From an optimization exercise on the open Yosys and OpenROAD flow, aimed at small area, a short achievable clock period and few clock cycles per item; shortcuts taken in it are not production practice. RTL that was checked went through simulation tests only; none was proved equivalent to the original. The clock port is modelled as an ideal driver; clocking choices that lean on that would not hold on a real chip. Power is estimated from default activity; no workload was simulated.

## run A
## cnn_dvcon
module cnn_dvcon
(
  input  logic               aclk,
  input  logic               aresetn,
  input  logic [cnn_dvcon_pkg::TDATA_W-1:0] s_axis_tdata,
  input  logic               s_axis_tvalid,
  output logic               s_axis_tready,
  output logic [cnn_dvcon_pkg::ACC_W-1:0]   m_axis_tdata,
  output logic               m_axis_tvalid,
  input  logic               m_axis_tready
);
Size: about 170 I/O pins, roughly 0.016 mm² of cells after synthesis.
==> flow/config.mk <==
export PLATFORM = sky130hd
export DESIGN_NAME = cnn_dvcon
export DESIGN_NICKNAME = cnn_dvcon
export VERILOG_FILES = /design/flow/design.v
export SDC_FILE = /design/flow/constraint.sdc
export NUM_CORES = 4
export LEC_CHECK = 0
export CAP_MARGIN = 20
export CORE_MARGIN = 2
export CORE_UTILIZATION = 40
export SETUP_SLACK_MARGIN = 5
export SLEW_MARGIN = 20
export SYNTH_HIERARCHICAL = 1
==> flow/constraint.sdc <==
create_clock -name core_clock -period 8.0 [get_ports {aclk}]
set_input_delay 1.6000 -clock core_clock [delete_from_list [all_inputs] [get_ports {aclk}]]
set_output_delay 1.6000 -clock core_clock [all_outputs]
set_load 0.01 [all_outputs]
run.sh (not shown) runs the stock make flow with config.mk's settings and CLKGATE_MAP_FILE= SYNTH_SCRIPT=/design/flow/synth_recipe.tcl, a recipe that flattens the netlist after the stock synthesis.
Edits applied to the flow inputs when going from run A to run B:
- a deleted SETUP_SLACK_MARGIN that had been 5
Findings:
- Run B completed; timing, DRC and antenna clean
- Relative to run A, half-perimeter wire length of the detailed placement result has decreased by 0.79% in run B.
- Run B against run A: summed area of non-filler cells in the final layout down about 14%, maximum resistive drop on vdd down about 35%, routed wire length down about 4.6%, sequential share of layout area up 1.2 points, power down about 18%.
- Compared with run A, run B instantiates a smaller number of cells.
- On worst reg-to-reg setup slack, the higher figure sits with run B, not run A.
- Looking at wire length of the first global-routing pass, run B sits about 3.2% lower than run A does.
- Comparing run A and run B, the lower combinational share of power is on run B.
- Post-layout minimum cycle time for run B is higher than for run A.
Input changes introduced in run C (baseline for comparison: run B):
- SETUP_SLACK_MARGIN: unset -> 3
--- outcome ---
Looking at the reports, run C completed the entire flow and the layout it produced met the timing, DRC and antenna checks. From run B to run C the numbers moved as follows: worst setup slack has increased; headroom to the max-slew limit went up. On global-route wire length before repair, run C and run B are basically level. Filler-free cell count of the finished design ended up 14 higher on run C than on run B. When run C is measured against run B, its overall routing resource usage turns out 0.18 points higher. Relative to run B, final design area excluding fillers increased by about 8% in run C. Looking at worst supply voltage drop on vdd, run C sits 0.25 mV above run B. Net switching power of the design | run C above run B. Run C vs run B — routed wire length rose about 1.6%. In the tables for run C and run B, combinational power reads higher with run C. The run showing the greater sequential share of layout area is run B.
Modified inputs, run D compared to run C
- a deleted SETUP_SLACK_MARGIN that had been 3
==> flow/flow/run.sh (new file) <==
#!/bin/bash
# Standard layout, except that the port buffers are buf_2 cells rather than
# the delay cells buffer_ports picks by default.
set -e
export BUFFER_PORTS_ARGS="-buffer_cell sky130_fd_sc_hd__buf_2"
bash standard.sh > standard_flow.log 2>&1
==> flow/standard.sh (new file) <==
#!/bin/bash
# synth_recipe.tcl (not shown) runs the flow's synth.tcl, then flattens the netlist and writes it again
# the make line also repeats each setting of config.mk as NAME=value (left out here)
make -C /OpenROAD-flow-scripts/flow DESIGN_CONFIG=/design/flow/config.mk WORK_HOME=/design/flow/orfs CLKGATE_MAP_FILE= SYNTH_SCRIPT=/design/flow/synth_recipe.tcl "${@:-finish}"
removed: flow/run.sh
Notes after the runs:
Library cell contributing the largest single delay on the critical path = sky130_fd_sc_hd__fa_2: run C; library cell contributing the largest single delay on the critical path = sky130_fd_sc_hd__fa_1: run D. Measured against each other, run D and run C differ in area occupied by multi-input gates, the lower figure coming from run D. Summary — total power, run D relative to run C: lower, by about 15%. First-pass GRT wire length (run D vs. run C) decreases by a few percent. Area fraction of clock buffers and clock inverters: run D vs run C — no meaningful difference. Final area in run D vs run C: down about 12%. As far as final count of hold timing violations goes, run C and run D are indistinguishable; the numbers are identical. The run with more routed wire is run C, not run D. The relative contribution of combinational cells to total power of run D is lower than that of run C. Comparing run D against run C, there is no change at all in synthesized instance count. Going from run C to run D, number of nets in the layout shrinks by 14.
Function was not checked in any run of this note: the RTL went through the layout flow alone.

---

Another version of the RTL of cnn_dvcon (not shown whole).
Size: roughly 160 flip-flops, ~170 I/O pins, roughly 0.019 mm² of cells after synthesis.
==> flow/design.v (excerpt) <==
module cnn_dvcon
(
  input  logic               aclk,
  input  logic               aresetn,
  input  logic [cnn_dvcon_pkg::TDATA_W-1:0] s_axis_tdata,
  input  logic               s_axis_tvalid,
  output logic               s_axis_tready,
  output logic [cnn_dvcon_pkg::ACC_W-1:0]   m_axis_tdata,
  output logic               m_axis_tvalid,
  input  logic               m_axis_tready
);
clock: 8.0 ns
lec_check: 0
cap_margin: 20
core_margin: 2
core_utilization: 65
place_density: 0.75
setup_slack_margin: 4.0
slew_margin: 20
synth_hierarchical: 1
standard.sh (not shown) runs the stock make flow with config.mk's settings and CLKGATE_MAP_FILE= SYNTH_SCRIPT=/design/flow/synth_recipe.tcl, a recipe that flattens the netlist after the stock synthesis.
==> flow/flow/run.sh <==
#!/bin/bash
# Standard layout (the standard.sh), except that the port buffers are
# sky130_fd_sc_hd__buf_2 cells rather than the delay cells buffer_ports picks by default.
set -e
export BUFFER_PORTS_ARGS="-buffer_cell sky130_fd_sc_hd__buf_2"
bash standard.sh > standard_flow.log 2>&1
The starting point went through all stages and came out clean.
Testbench counts at the start, summed over its fixed seeds: cycles 16,016, items 16,000.
==> next run, changes <==
==> flow/flow/run.sh (replaced) <==
#!/bin/bash
# Standard layout (the standard.sh) with two changes:
#  - the port buffers are sky130_fd_sc_hd__buf_2 cells rather than the delay cells
#    buffer_ports picks by default;
#  - clock tree synthesis builds from clkbuf_4/clkbuf_8 and adds no dummy
#    load cells (otherwise the same clock_tree_synthesis arguments as ORFS).
set -e
export BUFFER_PORTS_ARGS="-buffer_cell sky130_fd_sc_hd__buf_2"
export CTS_ARGS="-sink_clustering_enable -repair_clock_nets -dont_use_dummy_load -buf_list {sky130_fd_sc_hd__clkbuf_4 sky130_fd_sc_hd__clkbuf_8}"
bash standard.sh > standard_flow.log 2>&1
--- a/flow/config.mk
+++ b/flow/config.mk
@@ -10,0 +11 @@
+export CTS_BUF_LIST = sky130_fd_sc_hd__clkbuf_4 sky130_fd_sc_hd__clkbuf_8
Effect: The new run completed with no timing, DRC or antenna violations; worst hold slack stays flat; worst setup slack improves by 0.069 ns; area after synthesis stays the same; non-clock buffer count does not change; total power goes down by 2.9%; core utilization decreases by 1.1 points; cell count is lower by 0.90%; sequential cell count is unchanged; combinational power barely changes; count of clock-buffer cells in the layout is lower by 1.

---

cnn_dvcon, a different RTL version from the one above (not shown whole).
Size in the first run: roughly 1400 cells after synthesis, about 53 flip-flops.
==> flow/config.mk <==
export PLATFORM = sky130hd
export DESIGN_NAME = cnn_dvcon
export DESIGN_NICKNAME = cnn_dvcon
export VERILOG_FILES = /design/flow/design.v
export SDC_FILE = /design/flow/constraint.sdc
export NUM_CORES = 4
export LEC_CHECK = 0
export CAP_MARGIN = 20
export CORE_MARGIN = 2
export CORE_UTILIZATION = 70
export PLACE_DENSITY = 0.8
export SLEW_MARGIN = 20
export SYNTH_HIERARCHICAL = 1
==> flow/constraint.sdc <==
create_clock -name core_clock -period 8.0 [get_ports {aclk}]
set_input_delay 1.6000 -clock core_clock [delete_from_list [all_inputs] [get_ports {aclk}]]
set_output_delay 1.6000 -clock core_clock [all_outputs]
set_load 0.01 [all_outputs]
==> flow/flow/run.sh <==
#!/bin/bash
# Standard layout (the standard.sh), except that the port buffers are
# sky130_fd_sc_hd__buf_2 cells rather than the delay cells buffer_ports picks by default.
set -e
export BUFFER_PORTS_ARGS="-buffer_cell sky130_fd_sc_hd__buf_2"
bash standard.sh > standard_flow.log 2>&1
Testbench counts at the start, summed over its fixed seeds: cycles 16,008, items 16,000.
Next try:
CORE_UTILIZATION = 40   (was 70)
PLACE_DENSITY = default   (was 0.8)
SETUP_SLACK_MARGIN = 3   (was default)
After rerunning: Design area rises by 13%. Hold slack loses 0.11 ns. Worst setup slack gains 0.38 ns. Clock skew falls by 0.0066 ns. Maximum frequency rises by 7.2%. Sequential share of layout area falls by 1.1 points. Register-to-register slack gains 0.10 ns. Synthesized area stays the same. Utilization falls by 27 points. Die area rises by 73%.
Next try:
SETUP_SLACK_MARGIN = default   (was 3)
- The changed run went through all stages and came out clean
- power came out lower by 10%
- worst setup slack is worse by 0.27 ns
- via count came out lower by 1.5%
Next try:
SETUP_SLACK_MARGIN = 2   (was default)
=>
- via count is unchanged
- total power is unchanged
- non-clock buffer count is unchanged
Next try:
CORE_UTILIZATION = 60   (was 40)
SETUP_SLACK_MARGIN = default   (was 2)
After rerunning:
- The changed run went through all stages and came out clean
- wire length is lower by 3.6%
- flip-flop and latch count stays the same
- combinational power goes down by about 2%
- global-route usage rises by 12 points
- maximum frequency shrinks by 1.8%
- die area decreases by about 33%
- sequential share of layout area grows by 0.13 points
- cell area falls by 1.4%

---

Setup of run 1:
Another version of the RTL of cnn_dvcon (not shown whole).
Size in the first run: about 160 flip-flops, roughly 19000 µm² of cells after synthesis.
Settings: LEC_CHECK=0, CAP_MARGIN=20, CORE_MARGIN=2, CORE_UTILIZATION=40, CTS_BUF_LIST=sky130_fd_sc_hd__clkbuf_4 sky130_fd_sc_hd__clkbuf_8, PLACE_DENSITY=0.75, SETUP_SLACK_MARGIN=4.0, SLEW_MARGIN=20, SYNTH_HIERARCHICAL=1; clock period 8.0 ns.
==> flow/flow/run.sh <==
#!/bin/bash
# Standard layout (the standard.sh) with two changes:
#  - the port buffers are sky130_fd_sc_hd__buf_2 cells rather than the delay cells
#    buffer_ports picks by default;
#  - clock tree synthesis builds from clkbuf_4/clkbuf_8 and adds no dummy
#    load cells (otherwise the same clock_tree_synthesis arguments as ORFS).
set -e
export BUFFER_PORTS_ARGS="-buffer_cell sky130_fd_sc_hd__buf_2"
export CTS_ARGS="-sink_clustering_enable -repair_clock_nets -dont_use_dummy_load -buf_list {sky130_fd_sc_hd__clkbuf_4 sky130_fd_sc_hd__clkbuf_8}"
bash standard.sh > standard_flow.log 2>&1
Run 1: full flow OK, the timing, DRC and antenna checks passed
Testbench counts of run 1, summed over its fixed seeds: cycles 16,016, items 16,000.
Edits applied to the flow inputs when going from run 1 to run 2:
-- flow/config.mk --
<<< run 1, line 8
export CAP_MARGIN = 20
export CORE_MARGIN = 2
export CORE_UTILIZATION = 40
export CTS_BUF_LIST = sky130_fd_sc_hd__clkbuf_4 sky130_fd_sc_hd__clkbuf_8
export PLACE_DENSITY = 0.75
>>> run 2, line 8
export CAP_MARGIN = 20
export CORE_MARGIN = 2
export CORE_UTILIZATION = 65
export CTS_BUF_LIST = sky130_fd_sc_hd__clkbuf_4 sky130_fd_sc_hd__clkbuf_8
export PLACE_DENSITY = 0.75
==> comparison <==
- Total power: run 2 above run 1
- Of run 1 and run 2, the lower die area belongs to run 2.
- Final standard cell utilization of the core came out higher on run 2 than on run 1.
- For run 2, the capturing element of the worst setup path was r0_fs_395, unlike run 1, where it was r0_fs_420.
What run 3 does differently from run 2 at the input level:
==> flow/flow/run.sh <==
#!/bin/bash
# Standard layout (the standard.sh), except that the port buffers are
# sky130_fd_sc_hd__buf_2 cells rather than the delay cells buffer_ports picks by default.
set -e
export BUFFER_PORTS_ARGS="-buffer_cell sky130_fd_sc_hd__buf_2"
export CTS_ARGS="-sink_clustering_enable -repair_clock_nets -dont_use_dummy_load -buf_list {sky130_fd_sc_hd__clkbuf_4 sky130_fd_sc_hd__clkbuf_8}"
bash standard.sh > standard_flow.log 2>&1
-- flow/config.mk --
<<< run 2, line 8
export CAP_MARGIN = 20
export CORE_MARGIN = 2
export CORE_UTILIZATION = 65
export CTS_BUF_LIST = sky130_fd_sc_hd__clkbuf_4 sky130_fd_sc_hd__clkbuf_8
export PLACE_DENSITY = 0.75
export SETUP_SLACK_MARGIN = 4.0
export SLEW_MARGIN = 20
>>> run 3, line 8
export CAP_MARGIN = 20
export CORE_MARGIN = 2
export CORE_UTILIZATION = 40
export CTS_BUF_LIST = sky130_fd_sc_hd__clkbuf_4 sky130_fd_sc_hd__clkbuf_8
export SETUP_SLACK_MARGIN = 4.0
export SLEW_MARGIN = 20
## What came out
- The starting density of the core of run 3 falls short of that of run 2 by 25 points.
- Run 3: placeable core region higher than run 2
- Compared with run 2, placement density in the core of run 3 is lower.
- Met2 demand-to-capacity share in global routing: run 3 and run 2 compared, higher one is run 2
- Changes observed in run 3 relative to run 2: transition at the pin with the smallest max-transition slack grew by 18 ps, full die area saw an increase.
- Comparing summed area of non-filler cells in the final layout for run 3 and run 2, the smaller number came from run 2.
- Slack of the critical path: lower on run 3
## Diff of input files: run 4 against run 3
==> flow/flow/run.sh <==
#!/bin/bash
# Standard layout (the standard.sh), except that the port buffers are
# sky130_fd_sc_hd__buf_2 cells rather than the delay cells buffer_ports picks by default.
set -e
export BUFFER_PORTS_ARGS="-buffer_cell sky130_fd_sc_hd__buf_2"
bash standard.sh > standard_flow.log 2>&1
-- flow/config.mk --
<<< run 3, line 9
export CORE_MARGIN = 2
export CORE_UTILIZATION = 40
export CTS_BUF_LIST = sky130_fd_sc_hd__clkbuf_4 sky130_fd_sc_hd__clkbuf_8
export SETUP_SLACK_MARGIN = 4.0
export SLEW_MARGIN = 20
>>> run 4, line 9
export CORE_MARGIN = 2
export CORE_UTILIZATION = 40
export SETUP_SLACK_MARGIN = 4.0
export SLEW_MARGIN = 20
==> comparison <==
- [compare] base=run 3 new=run 4: area added between synthesis and finish went up; minimum hold slack went up; post-route minimum period now larger.
- From run 4 to run 3, number of ports placed on the die boundary did not move at all.
- Run 3 and run 4 ended up with roughly the same total negative slack.
- In run 4 the cell area turned out 1.9% higher than in run 3.
- Changes observed in run 4 relative to run 3: cell count increased by about 0.7% relative to the old numbers, total overflow reported by the global router closely matched the old numbers, total power increased by about 4.3% relative to the old numbers.
- The post-layout utilization of the core in run 4 sits 0.85 points above the value recorded for run 3.
Setup changes, run 4 to run 5
==> flow/flow/run.sh <==
#!/bin/bash
# Standard layout (the standard.sh) with two changes:
#  - the port buffers are sky130_fd_sc_hd__buf_2 cells rather than the delay cells
#    buffer_ports picks by default;
#  - clock tree synthesis builds from clkbuf_4/clkbuf_8 and adds no dummy
#    load cells (otherwise the same clock_tree_synthesis arguments as ORFS).
set -e
export BUFFER_PORTS_ARGS="-buffer_cell sky130_fd_sc_hd__buf_2"
export CTS_ARGS="-sink_clustering_enable -repair_clock_nets -dont_use_dummy_load -buf_list {sky130_fd_sc_hd__clkbuf_4 sky130_fd_sc_hd__clkbuf_8}"
bash standard.sh > standard_flow.log 2>&1
-- flow/config.mk --
<<< run 4, line 9
export CORE_MARGIN = 2
export CORE_UTILIZATION = 40
export SETUP_SLACK_MARGIN = 4.0
export SLEW_MARGIN = 20
export SYNTH_HIERARCHICAL = 1
>>> run 5, line 9
export CORE_MARGIN = 2
export CORE_UTILIZATION = 40
export CTS_BUF_LIST = sky130_fd_sc_hd__clkbuf_4 sky130_fd_sc_hd__clkbuf_8
export PLACE_DENSITY = 0.75
export SETUP_SLACK_MARGIN = 4.1
export SLEW_MARGIN = 20
export SYNTH_HIERARCHICAL = 1
==> run notes <==
Every stage of the flow completed for run 5, and the final layout passed the timing, DRC and antenna checks.
On routed wire length, run 5 does better than run 4.
Number of antenna violations at the first check in global routing for run 5: 2 up relative to run 4
Summary — all-layer global routing usage, run 5 relative to run 4: lower, by 0.86 points.
On non-clock buffering overhead in the final layout, run 5 and run 4 are basically level.
In the metrics for run 5 and run 4, the one carrying the lower fmax is run 4.

-- afterwards: timing with drivers on the ports --
In the flow no input, the clock included, has a driving cell. The finished layouts below were timed again as built, in two steps.
Step 1 sets driving cells, clkbuf_16 on the clock port and buf_2 on the other inputs (assumed; they add their load-dependent delay and slew).
Step 2, shift: input delay + t, output delay - t, t = (earliest + latest rising clock arrival at the registers) / 2. This alone moves slack from input paths to output paths.
a / b / c = ideal / step 1 / step 2; a / b = the first two.
run | shift t [ns] | setup slack, ns | hold slack, ns | clock arrival spread, ns | worst slew at a driven data input, ns
run A | 0.359 | 2.676 / 2.634 / 2.545 | 1.044 / 1.044 / 1.044 | 0.012 / 0.012 | 0.10
run B | 0.357 | 1.903 / 1.924 / 1.566 | 0.946 / 0.946 / 0.946 | 0.011 / 0.011 | 0.05
run C | 0.373 | 2.701 / 2.648 / 2.485 | 0.835 / 0.835 / 0.835 | 0.018 / 0.018 | 0.09
run D | 0.350 | 2.467 / 2.424 / 2.207 | 0.898 / 0.898 / 0.898 | 0.006 / 0.006 | 0.06
the first run of note 2 | 0.487 | 4.052 / 4.082 / 3.595 | 0.438 / 0.438 / 0.438 | 0.018 / 0.018 | 0.07
the second run of note 2 | 0.509 | 4.120 / 4.147 / 3.638 | 0.441 / 0.441 / 0.441 | 0.036 / 0.036 | 0.07
the first run of note 3 | 0.349 | 2.358 / 2.372 / 2.025 | 1.051 / 1.033 / 1.072 | 0.014 / 0.014 | 0.07
the second run of note 3 | 0.367 | 2.738 / 2.686 / 2.496 | 0.942 / 0.942 / 0.942 | 0.008 / 0.008 | 0.09
the third run of note 3 | 0.350 | 2.467 / 2.424 / 2.207 | 0.898 / 0.898 / 0.898 | 0.006 / 0.006 | 0.06
the fourth run of note 3 | 0.350 | 2.467 / 2.424 / 2.207 | 0.898 / 0.898 / 0.898 | 0.006 / 0.006 | 0.06
the fifth run of note 3 | 0.355 | 2.368 / 2.318 / 2.177 | 1.043 / 1.013 / 1.152 | 0.011 / 0.011 | 0.06
run 1 | 0.540 | 4.124 / 4.126 / 3.586 | 0.485 / 0.485 / 0.485 | 0.040 / 0.041 | 0.07
run 2 | 0.509 | 4.120 / 4.147 / 3.638 | 0.441 / 0.441 / 0.441 | 0.036 / 0.036 | 0.07
run 3 | 0.524 | 4.111 / 4.137 / 3.613 | 0.429 / 0.429 / 0.429 | 0.039 / 0.039 | 0.08
run 4 | 0.497 | 4.058 / 4.090 / 3.593 | 0.439 / 0.439 / 0.439 | 0.023 / 0.022 | 0.09
run 5 | 0.528 | 4.122 / 4.149 / 3.620 | 0.423 / 0.423 / 0.423 | 0.041 / 0.041 | 0.07
After both steps every run listed still meets setup and hold. The setup slack of run 1, which loses most, moves by +0.002 ns with the drivers and by -0.538 ns with both steps.
